From an optimization exercise on the open Yosys and OpenROAD flow, aimed at a short achievable clock period and few clock cycles per item; shortcuts taken in it are not production practice. Only simulation tests tie the RTL to the original design; equivalence was not proved. Power figures rest on the tool's default switching activity, not on a simulated workload.

**flow/design.v**
```verilog
`default_nettype none
package cpu_isa_pkg;
	typedef logic [15:0] instruction_t;   
	typedef logic [3:0] alu_op_t;         
	typedef logic [2:0] cond_t;           
	localparam logic [1:0] OP_LOAD = 2'd0;
	localparam logic [1:0] OP_STORE = 2'd1;
	localparam logic [1:0] OP_IMM = 2'd2;     
	localparam logic [1:0] OP_ARITH = 2'd3;
	localparam logic [2:0] OP2_LI = 3'd0;
	localparam logic [2:0] OP2_B = 3'd4;
	localparam logic [2:0] OP2_BCOND = 3'd7;
	localparam alu_op_t ALU_ADD = 4'd0;
	localparam alu_op_t ALU_SUB = 4'd1;
	localparam alu_op_t ALU_AND = 4'd2;
	localparam alu_op_t ALU_OR = 4'd3;
	localparam alu_op_t ALU_XOR = 4'd4;
	localparam alu_op_t ALU_CMP = 4'd5;    
	localparam alu_op_t ALU_MOV = 4'd6;
	localparam alu_op_t ALU_SLL = 4'd8;
	localparam alu_op_t ALU_SRL = 4'd10;
	localparam alu_op_t ALU_IN = 4'd12;
	localparam alu_op_t ALU_OUT = 4'd13;
	localparam alu_op_t ALU_NOP = 4'd14;
	localparam alu_op_t ALU_HLT = 4'd15;
	localparam cond_t COND_BE = 3'd0;
	localparam cond_t COND_BLT = 3'd1;
	localparam cond_t COND_BLE = 3'd2;
	localparam cond_t COND_BNE = 3'd3;
	localparam instruction_t NOP_INSTRUCTION = {OP_ARITH, 6'd0, ALU_NOP, 4'd0};
endpackage
`default_nettype wire
`default_nettype none
package cpu_machine_pkg;
	typedef logic [15:0] word_t;       
	typedef logic [2:0] reg_index_t;   
	typedef logic [3:0] flags_t;       
	localparam int FLAG_S = 3;   
	localparam int FLAG_Z = 2;   
	localparam int FLAG_C = 1;   
	localparam int FLAG_V = 0;   
endpackage
`default_nettype wire
`timescale 1ns/1ps
`default_nettype none
module fetch_unit #(
	parameter int ADDRESS_WIDTH = 8
) (
	input wire logic clock,
	input wire logic reset,
	input wire logic prog_write,
	input wire logic [ADDRESS_WIDTH-1:0] prog_address,
	input wire cpu_isa_pkg::instruction_t prog_data,
	output cpu_isa_pkg::instruction_t link_instruction,
	output cpu_machine_pkg::word_t link_next_pc,
	input wire logic link_hold,
	input wire logic link_redirect,
	input wire cpu_machine_pkg::word_t link_redirect_target
);
	cpu_isa_pkg::instruction_t memory [2**ADDRESS_WIDTH];   
	cpu_machine_pkg::word_t pc;                                  
	cpu_machine_pkg::word_t fetch_address;
	cpu_machine_pkg::word_t fetch_plus_one;
	always_ff @(posedge clock) begin
		if (prog_write)
			memory[prog_address] <= prog_data;
	end
	assign fetch_address = link_redirect ? link_redirect_target : pc;
	assign fetch_plus_one = fetch_address + 16'd1;
	always_ff @(posedge clock or negedge reset) begin
		if (!reset) begin
			pc <= '0;
			link_instruction <= cpu_isa_pkg::NOP_INSTRUCTION;
			link_next_pc <= '0;
		end else if (link_redirect || !link_hold) begin
			pc <= fetch_plus_one;
			link_instruction <= memory[fetch_address[ADDRESS_WIDTH-1:0]];   
			link_next_pc <= fetch_plus_one;
		end
	end
endmodule
`default_nettype wire
`timescale 1ns/1ps
`default_nettype none
module register_file (
	input wire logic clock,
	input wire logic reset,
	input wire cpu_machine_pkg::reg_index_t read_index_a,
	input wire cpu_machine_pkg::reg_index_t read_index_b,
	output cpu_machine_pkg::word_t read_data_a,
	output cpu_machine_pkg::word_t read_data_b,
	input wire logic write_enable,
	input wire cpu_machine_pkg::reg_index_t write_index,
	input wire cpu_machine_pkg::word_t write_data
);
	cpu_machine_pkg::word_t registers [8];
	always_ff @(posedge clock or negedge reset) begin
		if (!reset) begin
			for (int i = 0; i < 8; i++)
				registers[i] <= '0;
		end else if (write_enable) begin
			registers[write_index] <= write_data;
		end
	end
	assign read_data_a = (write_enable && write_index == read_index_a) ? write_data :
		registers[read_index_a];
	assign read_data_b = (write_enable && write_index == read_index_b) ? write_data :
		registers[read_index_b];
endmodule
`default_nettype wire
`timescale 1ns/1ps
`default_nettype none
module decode_unit (
	input wire logic clock,
	input wire logic reset,
	input wire cpu_isa_pkg::instruction_t link_instruction,
	input wire cpu_machine_pkg::word_t link_next_pc,
	output logic link_hold,
	output logic link_redirect,
	output cpu_machine_pkg::word_t link_redirect_target,
	input wire cpu_machine_pkg::flags_t flags_now,
	input wire logic wb_enable,
	input wire cpu_machine_pkg::reg_index_t wb_index,
	input wire cpu_machine_pkg::word_t wb_data,
	output logic halted,
	output cpu_isa_pkg::alu_op_t alu_op,
	output cpu_machine_pkg::word_t operand_a,
	output cpu_machine_pkg::word_t operand_b,
	output cpu_machine_pkg::word_t immediate,
	output logic [3:0] shift,
	output cpu_machine_pkg::reg_index_t source_index,
	output cpu_machine_pkg::reg_index_t dest_index,
	output logic use_immediate,
	output logic load_immediate,
	output logic is_alu,
	output logic sets_flags,
	output logic reads_memory,
	output logic writes_memory,
	output logic reg_write,
	output logic take_input,
	output logic output_en
);
	typedef enum logic {state_running, state_halted} run_state_t;
	run_state_t run_state;
	cpu_isa_pkg::instruction_t instruction;
	cpu_isa_pkg::alu_op_t func;                 
	cpu_isa_pkg::cond_t cond;                   
	cpu_machine_pkg::reg_index_t index_a;           
	cpu_machine_pkg::reg_index_t index_b;           
	cpu_machine_pkg::word_t read_a;
	cpu_machine_pkg::word_t read_b;
	cpu_machine_pkg::word_t ext_d;                  
	logic is_arith, is_load, is_store, is_li;
	logic is_jump, is_cond, is_hlt, is_in, is_out;
	logic is_calc;                 
	logic uses_a, uses_b;
	logic stall, flush, bubble;
	logic cond_true, taken;
	assign instruction = link_instruction;
	assign func = instruction[7:4];
	assign cond = instruction[10:8];
	assign is_arith = instruction[15:14] == cpu_isa_pkg::OP_ARITH;
	assign is_load = instruction[15:14] == cpu_isa_pkg::OP_LOAD;
	assign is_store = instruction[15:14] == cpu_isa_pkg::OP_STORE;
	assign is_li = instruction[15:11] == {cpu_isa_pkg::OP_IMM, cpu_isa_pkg::OP2_LI};
	assign is_jump = instruction[15:11] == {cpu_isa_pkg::OP_IMM, cpu_isa_pkg::OP2_B};
	assign is_cond = instruction[15:11] == {cpu_isa_pkg::OP_IMM, cpu_isa_pkg::OP2_BCOND};
	assign is_hlt = is_arith && func == cpu_isa_pkg::ALU_HLT;
	assign is_in = is_arith && func == cpu_isa_pkg::ALU_IN;
	assign is_out = is_arith && func == cpu_isa_pkg::ALU_OUT;
	assign is_calc = is_arith && (func <= cpu_isa_pkg::ALU_MOV || func == cpu_isa_pkg::ALU_SLL || func == cpu_isa_pkg::ALU_SRL);
	assign index_a = (is_load || is_store) ? instruction[10:8] : instruction[13:11];
	assign index_b = (is_load || is_store) ? instruction[13:11] : instruction[10:8];
	assign ext_d = {{8{instruction[7]}}, instruction[7:0]};
	register_file register_file_i (
		.clock(clock),
		.reset(reset),
		.read_index_a(index_a),
		.read_index_b(index_b),
		.read_data_a(read_a),
		.read_data_b(read_b),
		.write_enable(wb_enable),
		.write_index(wb_index),
		.write_data(wb_data)
	);
	assign uses_a = is_load || is_store || (is_arith && (func <= cpu_isa_pkg::ALU_MOV || func == cpu_isa_pkg::ALU_OUT));
	assign uses_b = is_store ||
		(is_arith && (func <= cpu_isa_pkg::ALU_CMP || func == cpu_isa_pkg::ALU_SLL || func == cpu_isa_pkg::ALU_SRL));
	assign stall = (reads_memory || take_input) &&
		((uses_a && index_a == dest_index) || (uses_b && index_b == dest_index));
	assign flush = link_redirect;   
	assign halted = run_state == state_halted;
	assign bubble = stall || flush || halted;
	assign link_hold = (stall && !flush) || halted;
	always_comb begin
		case (cond)
			cpu_isa_pkg::COND_BE: cond_true = flags_now[cpu_machine_pkg::FLAG_Z];
			cpu_isa_pkg::COND_BLT: cond_true = flags_now[cpu_machine_pkg::FLAG_S] ^ flags_now[cpu_machine_pkg::FLAG_V];
			cpu_isa_pkg::COND_BLE: cond_true = flags_now[cpu_machine_pkg::FLAG_Z] | (flags_now[cpu_machine_pkg::FLAG_S] ^ flags_now[cpu_machine_pkg::FLAG_V]);
			cpu_isa_pkg::COND_BNE: cond_true = !flags_now[cpu_machine_pkg::FLAG_Z];
			default: cond_true = 1'b0;
		endcase
	end
	assign taken = (is_jump || (is_cond && cond_true)) && !bubble;
	always_ff @(posedge clock or negedge reset) begin
		if (!reset) begin
			run_state <= state_running;
			link_redirect <= 1'b0;
		end else begin
			if (is_hlt && !bubble)
				run_state <= state_halted;   
			link_redirect <= taken;
		end
	end
	always_ff @(posedge clock) begin
		link_redirect_target <= link_next_pc + ext_d;   
	end
	always_ff @(posedge clock or negedge reset) begin
		if (!reset) begin
			use_immediate <= 1'b0;
			load_immediate <= 1'b0;
			is_alu <= 1'b0;
			sets_flags <= 1'b0;
			reads_memory <= 1'b0;
			writes_memory <= 1'b0;
			reg_write <= 1'b0;
			take_input <= 1'b0;
			output_en <= 1'b0;
		end else begin
			use_immediate <= !bubble && (is_load || is_store);
			load_immediate <= !bubble && is_li;
			is_alu <= !bubble && is_arith;
			sets_flags <= !bubble && is_calc;
			reads_memory <= !bubble && is_load;
			writes_memory <= !bubble && is_store;
			reg_write <= !bubble && (is_load || is_li || is_in || (is_calc && func != cpu_isa_pkg::ALU_CMP));
			take_input <= !bubble && is_in;
			output_en <= !bubble && is_out;
		end
	end
	always_ff @(posedge clock) begin
		alu_op <= func;
		operand_a <= read_a;
		operand_b <= read_b;
		immediate <= ext_d;
		shift <= instruction[3:0];
		source_index <= index_a;
		dest_index <= index_b;
	end
endmodule
`default_nettype wire
`timescale 1ns/1ps
`default_nettype none
module execute_unit (
	input wire logic clock,
	input wire logic reset,
	input wire cpu_isa_pkg::alu_op_t alu_op,
	input wire cpu_machine_pkg::word_t operand_a,
	input wire cpu_machine_pkg::word_t operand_b,
	input wire cpu_machine_pkg::word_t immediate,
	input wire logic [3:0] shift,
	input wire cpu_machine_pkg::reg_index_t source_index,
	input wire cpu_machine_pkg::reg_index_t dest_index,
	input wire logic use_immediate,
	input wire logic load_immediate,
	input wire logic is_alu,
	input wire logic sets_flags,
	input wire logic reads_memory,
	input wire logic writes_memory,
	input wire logic reg_write,
	input wire logic take_input,
	input wire logic output_en,
	input wire logic wb_enable,
	input wire cpu_machine_pkg::reg_index_t wb_index,
	input wire cpu_machine_pkg::word_t wb_data,
	output cpu_machine_pkg::flags_t flags_now,
	output cpu_machine_pkg::word_t out,
	output logic out_valid,
	output cpu_machine_pkg::word_t link_result,
	output cpu_machine_pkg::word_t link_store_data,
	output logic link_read_en,
	output logic link_write_en,
	output logic link_reg_write,
	output cpu_machine_pkg::reg_index_t link_write_index,
	output logic link_take_input
);
	cpu_machine_pkg::word_t forward_a;        
	cpu_machine_pkg::word_t forward_b;        
	cpu_machine_pkg::word_t alu_x;
	cpu_machine_pkg::word_t alu_y;
	cpu_machine_pkg::word_t alu_result;
	logic [16:0] sum;        
	logic [16:0] difference;   
	logic carry;
	logic overflow;
	cpu_machine_pkg::flags_t alu_flags;
	cpu_machine_pkg::flags_t flag_register;
	assign forward_a = (link_reg_write && link_write_index == source_index) ? link_result :
		(wb_enable && wb_index == source_index) ? wb_data : operand_a;
	assign forward_b = (link_reg_write && link_write_index == dest_index) ? link_result :
		(wb_enable && wb_index == dest_index) ? wb_data : operand_b;
	assign alu_x = use_immediate ? forward_a : forward_b;   
	assign alu_y = use_immediate ? immediate : forward_a;
	assign sum = {1'b0, alu_x} + {1'b0, alu_y};
	assign difference = {1'b0, alu_x} - {1'b0, alu_y};
	always_comb begin
		alu_result = sum[15:0];   
		carry = 1'b0;
		overflow = 1'b0;
		if (is_alu) begin
			case (alu_op)
				cpu_isa_pkg::ALU_ADD: begin
					carry = sum[16];
					overflow = (alu_x[15] == alu_y[15]) && (sum[15] != alu_x[15]);
				end
				cpu_isa_pkg::ALU_SUB, cpu_isa_pkg::ALU_CMP: begin
					alu_result = difference[15:0];
					carry = difference[16];
					overflow = (alu_x[15] != alu_y[15]) && (difference[15] != alu_x[15]);
				end
				cpu_isa_pkg::ALU_AND: alu_result = alu_x & alu_y;
				cpu_isa_pkg::ALU_OR: alu_result = alu_x | alu_y;
				cpu_isa_pkg::ALU_XOR: alu_result = alu_x ^ alu_y;
				cpu_isa_pkg::ALU_MOV: alu_result = alu_y;
				cpu_isa_pkg::ALU_SLL: alu_result = alu_x << shift;
				cpu_isa_pkg::ALU_SRL: alu_result = alu_x >> shift;
				default: alu_result = alu_x;   
			endcase
		end
	end
	assign alu_flags[cpu_machine_pkg::FLAG_S] = alu_result[15];
	assign alu_flags[cpu_machine_pkg::FLAG_Z] = alu_result == '0;
	assign alu_flags[cpu_machine_pkg::FLAG_C] = carry;
	assign alu_flags[cpu_machine_pkg::FLAG_V] = overflow;
	assign flags_now = sets_flags ? alu_flags : flag_register;
	always_ff @(posedge clock or negedge reset) begin
		if (!reset) begin
			link_read_en <= 1'b0;
			link_write_en <= 1'b0;
			link_reg_write <= 1'b0;
			link_take_input <= 1'b0;
			flag_register <= '0;
			out <= '0;
			out_valid <= 1'b0;
		end else begin
			link_read_en <= reads_memory;
			link_write_en <= writes_memory;
			link_reg_write <= reg_write;
			link_take_input <= take_input;
			if (sets_flags)
				flag_register <= alu_flags;
			if (output_en)
				out <= forward_a;   
			out_valid <= output_en;
		end
	end
	always_ff @(posedge clock) begin
		link_result <= load_immediate ? immediate : alu_result;
		link_store_data <= forward_b;
		link_write_index <= dest_index;
	end
endmodule
`default_nettype wire
`timescale 1ns/1ps
`default_nettype none
module memory_unit #(
	parameter int ADDRESS_WIDTH = 8
) (
	input wire logic clock,
	input wire logic reset,
	input wire cpu_machine_pkg::word_t in,
	input wire cpu_machine_pkg::word_t link_result,
	input wire cpu_machine_pkg::word_t link_store_data,
	input wire logic link_read_en,
	input wire logic link_write_en,
	input wire logic link_reg_write,
	input wire cpu_machine_pkg::reg_index_t link_write_index,
	input wire logic link_take_input,
	output logic wb_enable,
	output cpu_machine_pkg::reg_index_t wb_index,
	output cpu_machine_pkg::word_t wb_data
);
	cpu_machine_pkg::word_t memory [2**ADDRESS_WIDTH];   
	logic [ADDRESS_WIDTH-1:0] address;
	cpu_machine_pkg::word_t read_data;
	cpu_machine_pkg::word_t loaded;      
	cpu_machine_pkg::word_t result;
	logic use_loaded;
	assign address = link_result[ADDRESS_WIDTH-1:0];   
	assign read_data = memory[address];
	always_ff @(posedge clock) begin
		if (link_write_en)
			memory[address] <= link_store_data;
	end
	always_ff @(posedge clock or negedge reset) begin
		if (!reset) begin
			wb_enable <= 1'b0;
			use_loaded <= 1'b0;
		end else begin
			wb_enable <= link_reg_write;
			use_loaded <= link_read_en || link_take_input;
		end
	end
	always_ff @(posedge clock) begin
		loaded <= link_take_input ? in : read_data;
		result <= link_result;
		wb_index <= link_write_index;
	end
	assign wb_data = use_loaded ? loaded : result;   
endmodule
`default_nettype wire
`timescale 1ns/1ps
`default_nettype none
module simple_cpu #(
	parameter int ADDRESS_WIDTH = 6
) (
	input wire logic clock,
	input wire logic reset,
	input wire logic prog_write,
	input wire logic [ADDRESS_WIDTH-1:0] prog_address,
	input wire cpu_isa_pkg::instruction_t prog_data,
	input wire cpu_machine_pkg::word_t in,
	output cpu_machine_pkg::word_t out,
	output logic out_valid,
	output logic halted
);
	cpu_isa_pkg::alu_op_t alu_op;
	cpu_machine_pkg::word_t operand_a;
	cpu_machine_pkg::word_t operand_b;
	cpu_machine_pkg::word_t immediate;
	logic [3:0] shift;
	cpu_machine_pkg::reg_index_t source_index;
	cpu_machine_pkg::reg_index_t dest_index;
	logic use_immediate, load_immediate, is_alu, sets_flags;        
	logic reads_memory, writes_memory, reg_write, take_input, output_en;
	cpu_machine_pkg::flags_t flags_now;    
	logic wb_enable;
	cpu_machine_pkg::reg_index_t wb_index;
	cpu_machine_pkg::word_t wb_data;
	cpu_isa_pkg::instruction_t fetch_instruction;
	cpu_machine_pkg::word_t fetch_next_pc;
	logic fetch_hold;
	logic fetch_redirect;
	cpu_machine_pkg::word_t fetch_redirect_target;
	cpu_machine_pkg::word_t mem_result;
	cpu_machine_pkg::word_t mem_store_data;
	logic mem_read_en;
	logic mem_write_en;
	logic mem_reg_write;
	cpu_machine_pkg::reg_index_t mem_write_index;
	logic mem_take_input;
	fetch_unit #(.ADDRESS_WIDTH(ADDRESS_WIDTH)) fetch_unit_i (
		.clock(clock), .reset(reset),
		.prog_write(prog_write), .prog_address(prog_address), .prog_data(prog_data),
		.link_instruction(fetch_instruction), .link_next_pc(fetch_next_pc),
		.link_hold(fetch_hold), .link_redirect(fetch_redirect),
		.link_redirect_target(fetch_redirect_target)
	);
	decode_unit decode_unit_i (
		.clock(clock), .reset(reset),
		.link_instruction(fetch_instruction), .link_next_pc(fetch_next_pc),
		.link_hold(fetch_hold), .link_redirect(fetch_redirect),
		.link_redirect_target(fetch_redirect_target),
		.flags_now(flags_now),
		.wb_enable(wb_enable), .wb_index(wb_index), .wb_data(wb_data),
		.halted(halted),
		.alu_op(alu_op), .operand_a(operand_a), .operand_b(operand_b),
		.immediate(immediate), .shift(shift),
		.source_index(source_index), .dest_index(dest_index),
		.use_immediate(use_immediate), .load_immediate(load_immediate),
		.is_alu(is_alu), .sets_flags(sets_flags),
		.reads_memory(reads_memory), .writes_memory(writes_memory),
		.reg_write(reg_write), .take_input(take_input), .output_en(output_en)
	);
	execute_unit execute_unit_i (
		.clock(clock), .reset(reset),
		.alu_op(alu_op), .operand_a(operand_a), .operand_b(operand_b),
		.immediate(immediate), .shift(shift),
		.source_index(source_index), .dest_index(dest_index),
		.use_immediate(use_immediate), .load_immediate(load_immediate),
		.is_alu(is_alu), .sets_flags(sets_flags),
		.reads_memory(reads_memory), .writes_memory(writes_memory),
		.reg_write(reg_write), .take_input(take_input), .output_en(output_en),
		.wb_enable(wb_enable), .wb_index(wb_index), .wb_data(wb_data),
		.flags_now(flags_now),
		.out(out), .out_valid(out_valid),
		.link_result(mem_result), .link_store_data(mem_store_data),
		.link_read_en(mem_read_en), .link_write_en(mem_write_en),
		.link_reg_write(mem_reg_write), .link_write_index(mem_write_index),
		.link_take_input(mem_take_input)
	);
	memory_unit #(.ADDRESS_WIDTH(ADDRESS_WIDTH)) memory_unit_i (
		.clock(clock), .reset(reset),
		.in(in),
		.link_result(mem_result), .link_store_data(mem_store_data),
		.link_read_en(mem_read_en), .link_write_en(mem_write_en),
		.link_reg_write(mem_reg_write), .link_write_index(mem_write_index),
		.link_take_input(mem_take_input),
		.wb_enable(wb_enable), .wb_index(wb_index), .wb_data(wb_data)
	);
endmodule
`default_nettype wire
```
**flow/run.sh**
```bash
#!/bin/bash
# synth_recipe.tcl (not shown) runs the flow's synth.tcl, then flattens the netlist and writes it again
# the make line also repeats each setting of config.mk as NAME=value (left out here)
make -C /OpenROAD-flow-scripts/flow DESIGN_CONFIG=/design/flow/config.mk WORK_HOME=/design/flow/orfs CLKGATE_MAP_FILE= SYNTH_SCRIPT=/design/flow/synth_recipe.tcl finish
```
**flow/config.mk**
```make
export PLATFORM = sky130hd
export DESIGN_NAME = simple_cpu
export DESIGN_NICKNAME = simple_cpu
export VERILOG_FILES = /design/flow/design.v
export SDC_FILE = /design/flow/constraint.sdc
export NUM_CORES = 4
export LEC_CHECK = 0
export CAP_MARGIN = 20
export CORE_MARGIN = 2
export CORE_UTILIZATION = 40
export SLEW_MARGIN = 20
```
**flow/constraint.sdc**
```tcl
create_clock -name core_clock -period 8.0 [get_ports {clock}]
set_input_delay 1.6000 -clock core_clock [delete_from_list [all_inputs] [get_ports {clock}]]
set_output_delay 1.6000 -clock core_clock [all_outputs]
set_load 0.01 [all_outputs]
```
==> flow_metrics.tcl <==
set metrics [dict create \
    wl_um 298000 \
    min_period_ps 7120 \
    synth_area_mm2 0.0973 \
    synthCells 7470 \
    die_h_um 497 \
    hold_class "reg -> reg" \
    drv_cap 0 \
    post_synth.cell_area_avg_um2 13.0 \
    max_slew_margin 0.236 \
    crit_chain "inv_2 > nor4_4 > mux2i_1 > o21ai_0 > mux2_2 > inv_1 > ha_1 > and3_1 > a22oi_1 > a31oi_1 > xnor2_1 > a221o_1 > a221oi_1 > nand4_1 > o221ai_1 > nand4_1 > nor4b_2 > a41oi_1 > o311a_1 > a31oi_1" \
    place.port_buffers 58 \
    ys_seq_elements 2357 \
    leakagePower_nw 37.1 \
    grt_pass1_wl_um 435000 \
    synth-seq-area-share 0.705 \
    gp_congestion 0.930 \
    hold_violations 0 \
    end_kind "flop" \
    crit_type "reg -> reg" \
    num_io_pins 59 \
    antenna_found_initial 5 \
    synth_edf_count 2048 \
    yosysWarnings 6 \
    cts_resized 0 \
    drtIter0Drc 7625 \
    grt_max_degree 142 \
    clock_skew_ps 89.8 \
    setup-violations-final 0 \
    max_stage_delay_ps 700 \
    worstPathRequired_ps 8730 \
    grt_pass1_vias 61900 \
    clockPowerShare 0.233 \
    worst_ep_arrival_time_ps 7850 \
    htree_levels 4 \
    use_met1 0.331 \
    power_density_mw_per_mm2 430 \
    drc 0 \
    dp_slack_ps 1260 \
    rows 181 \
    drv_slew 0 \
    vias_per_cell 5.95 \
    busiest_layer "met2" \
    p_comb_frac 0.429 \
    startpoint_type "flop" \
    fillers 21400 \
    crit_buf_inv 2 \
    run_status "no timing/DRC/antenna violations" \
    grt_overflow 0 \
    met3_usage 0.0362 \
    fp.dieW_um 497 \
    cts_buffers 237 \
    rsz0062_at_grt "no" \
    cts.hold.buffers_added 0 \
    synth_cell_types 100 \
    die_area_mm2 0.247 \
    ir_worst_vdd_v 0.000251 \
    wl_per_cell_um 27.3 \
    critPathMaxFanout 28 \
    cts_root_buf "clkbuf_16" \
    switching_share 0.421 \
    fmax_ghz 0.140 \
    crit_family "compound AO/OA/AOI/OAI gates" \
    place_hpwl_um 175000 \
    cts_tree "done" \
    p_seq_frac 0.337 \
    clock_latency_ps 890 \
    postRouteAntennaNets 0 \
    finalWorstSetupSlack_ps 880 \
    worst_pin_slew_ps 1140 \
    async_flop_share 0.0793 \
    drive_gt1_frac 0.107 \
    p_int_mw 27.4 \
    globalRouteTotalUtil 0.234 \
    post-cts-setup-buffers 0 \
    dr_total_vias 65000 \
    dr.pass1.iters 6 \
    area_growth_pct 13.3 \
    core_area_mm2 0.243 \
    cts_buffer_depth 3 \
    p_total_mw 47.4 \
    synth_flop_cell "edfxtp_1" \
    fin_nets 7613 \
    fin_crit_sh 0.890 \
    numClockSinks 2357 \
    setup_tns_ps 0 \
    grt_util_met2 0.376 \
    start_util 0.401 \
    clkTransAtPathRegs_ps 60 \
    p_sw_mw 20.0 \
    synth_nets 7567 \
    crit_slowest_cell "dfrtp_1" \
]
## through the flow
| step | area (um2) | cells | hold slack, ps | util |
|---|---|---|---|---|
| 6_report | 110000 | 10900 | 353 | 0.455 |
| 4_1_cts | 110000 | 10900 | 355 | 0.454 |
| 2_1_floorplan | 97300 | 7470 | 329 | - |
| 3_5_place_dp | 102000 | 10500 | 340 | 0.422 |
| 5_1_grt | 110000 | 10900 | 359 | 0.455 |
| 3_3_place_gp | 102000 | 10500 | 339 | 0.422 |
## metal layers
metal,wire [um],vias to the layer above
li1,-,28700
met1,126000,33100
met5,10,-
met4,8560,2
met3,22700,440
met2,140000,2825
## power groups by stage
stage,logic [mW],registers [mW],clock network (mW)
detailed placement,20.0,16.2,0
finish,20.3,16.0,11.1
global route,21.7,16.1,11.7
CTS,20.1,16.0,11.2
floorplan,12.0,16.1,0
global placement,19.9,16.2,0
## sequential cells by signal (all words and copies together) (netlist names), 6 cells and up
name                                     cells
decode_unit_i.link_redirect_target           6
decode_unit_i.operand_a                     16
decode_unit_i.operand_b                     16
decode_unit_i.register_file_i.registers    128
execute_unit_i.link_result                  16
execute_unit_i.link_store_data              16
execute_unit_i.out                          16
fetch_unit_i.link_instruction               16
fetch_unit_i.link_next_pc                    6
fetch_unit_i.memory                       1024
memory_unit_i.loaded                        16
memory_unit_i.memory                      1024
memory_unit_i.result                        16
## worst register-to-register path, stage by stage, from the launching register on
cell	delay (ps)
dfrtp_1	700
inv_2	430
nor4_4	630
mux2i_1	510
o21ai_0	280
mux2_2	400
inv_1	90
ha_1	320
and3_1	240
a22oi_1	650
a31oi_1	210
xnor2_1	200
a221o_1	310
a221oi_1	210
nand4_1	110
o221ai_1	360
nand4_1	280
nor4b_2	540
a41oi_1	180
o311a_1	170
a31oi_1	180
## layout by cell type (no fill, tap or decap), types with 73 or more instances in the layout
master	instances
a31oi_1	88
and3_1	146
buf_4	287
nand4_1	94
a22oi_1	375
edfxtp_1	2048
nand3_1	367
dfrtp_1	182
inv_1	73
a22o_1	82
a221oi_1	100
dfxtp_1	102
o21ai_0	220
nor2_1	352
nand2_1	1394
clkbuf_16	240
a21oi_1	257
a311oi_1	218
## synthesized netlist by cell type (all sizes together) (107+ instances only)
library cell	number	area (um2)
a21oi	257	1290
a22oi	375	2820
a311oi	218	1910
and3	147	920
buf	107	507
clkbuf	449	1690
dfrtp	182	4550
dfxtp	122	2440
edfxtp	2048	61500
nand2	1394	5230
nand3	368	1850
nor2	354	1330
o21ai	220	1100
## layout make-up
cell class | count | area, um2 | share of cell area
Antenna cell | 2 | 5.00 | 0.0000454
Clock buffer | 298 | 6260 | 0.0568
Clock inverter | 146 | 1530 | 0.0139
Inverter | 85 | 334 | 0.00303
Multi-Input combinational cell | 4472 | 26400 | 0.240
Sequential cell | 2357 | 68700 | 0.623
Tap cell | 3202 | 4010 | 0.0363
Timing Repair Buffer | 363 | 3030 | 0.0275
## path summary, 6_finish.rpt
path | start | slack (ps) | cells past startpoint | endpoint
max in group asynchronous | reset | 5500 | 3 | fetch_unit_i.link_instruction[4]
min reg2reg | decode_unit_i.writes_memory | 350 | 0 | execute_unit_i.link_write_en
min in group asynchronous | reset | 630 | 1 | decode_unit_i.register_file_i.registers[6][1]
max | memory_unit_i.wb_enable | 880 | 20 | decode_unit_i.link_redirect
max reg2reg | memory_unit_i.wb_enable | 880 | 20 | decode_unit_i.link_redirect
min | decode_unit_i.writes_memory | 350 | 0 | execute_unit_i.link_write_en
## cells by family after synthesis
logic type,synth area share
flops,0.705
buf+inv,0.0258
xor+xnor,0.00664
mux,0.0129
fa+ha+maj,0.00743
compound gates,0.127
simple gates,0.115
Testbench counts, summed over its fixed seeds: cycles 362,779, programs 2,400.

-- afterwards: timing with drivers on the ports --
Ports are ideal in the flow. The routed layout listed here was re-timed in OpenROAD. Step 1, drivers: a clkbuf_16 drives clock and a buf_2 each remaining input, both assumed. Step 2 adds t to the input delays and takes it off the output delays; t is the mean of the earliest and latest rising clock arrival at the registers after step 1. Input paths then give back, and output paths get back, about the clock's delay inside the block. Three values: no drivers, after step 1, after step 2; two values: the first two.
t, ns: 0.943
setup WS [ns]: 0.880 / 0.880 / 0.880
slew at the worst register clock pin (ns): 0.07 / 0.07
After both steps this run still meets setup and hold. The setup slack of this run moves by 0.000 ns with the drivers and by 0.000 ns with both steps.
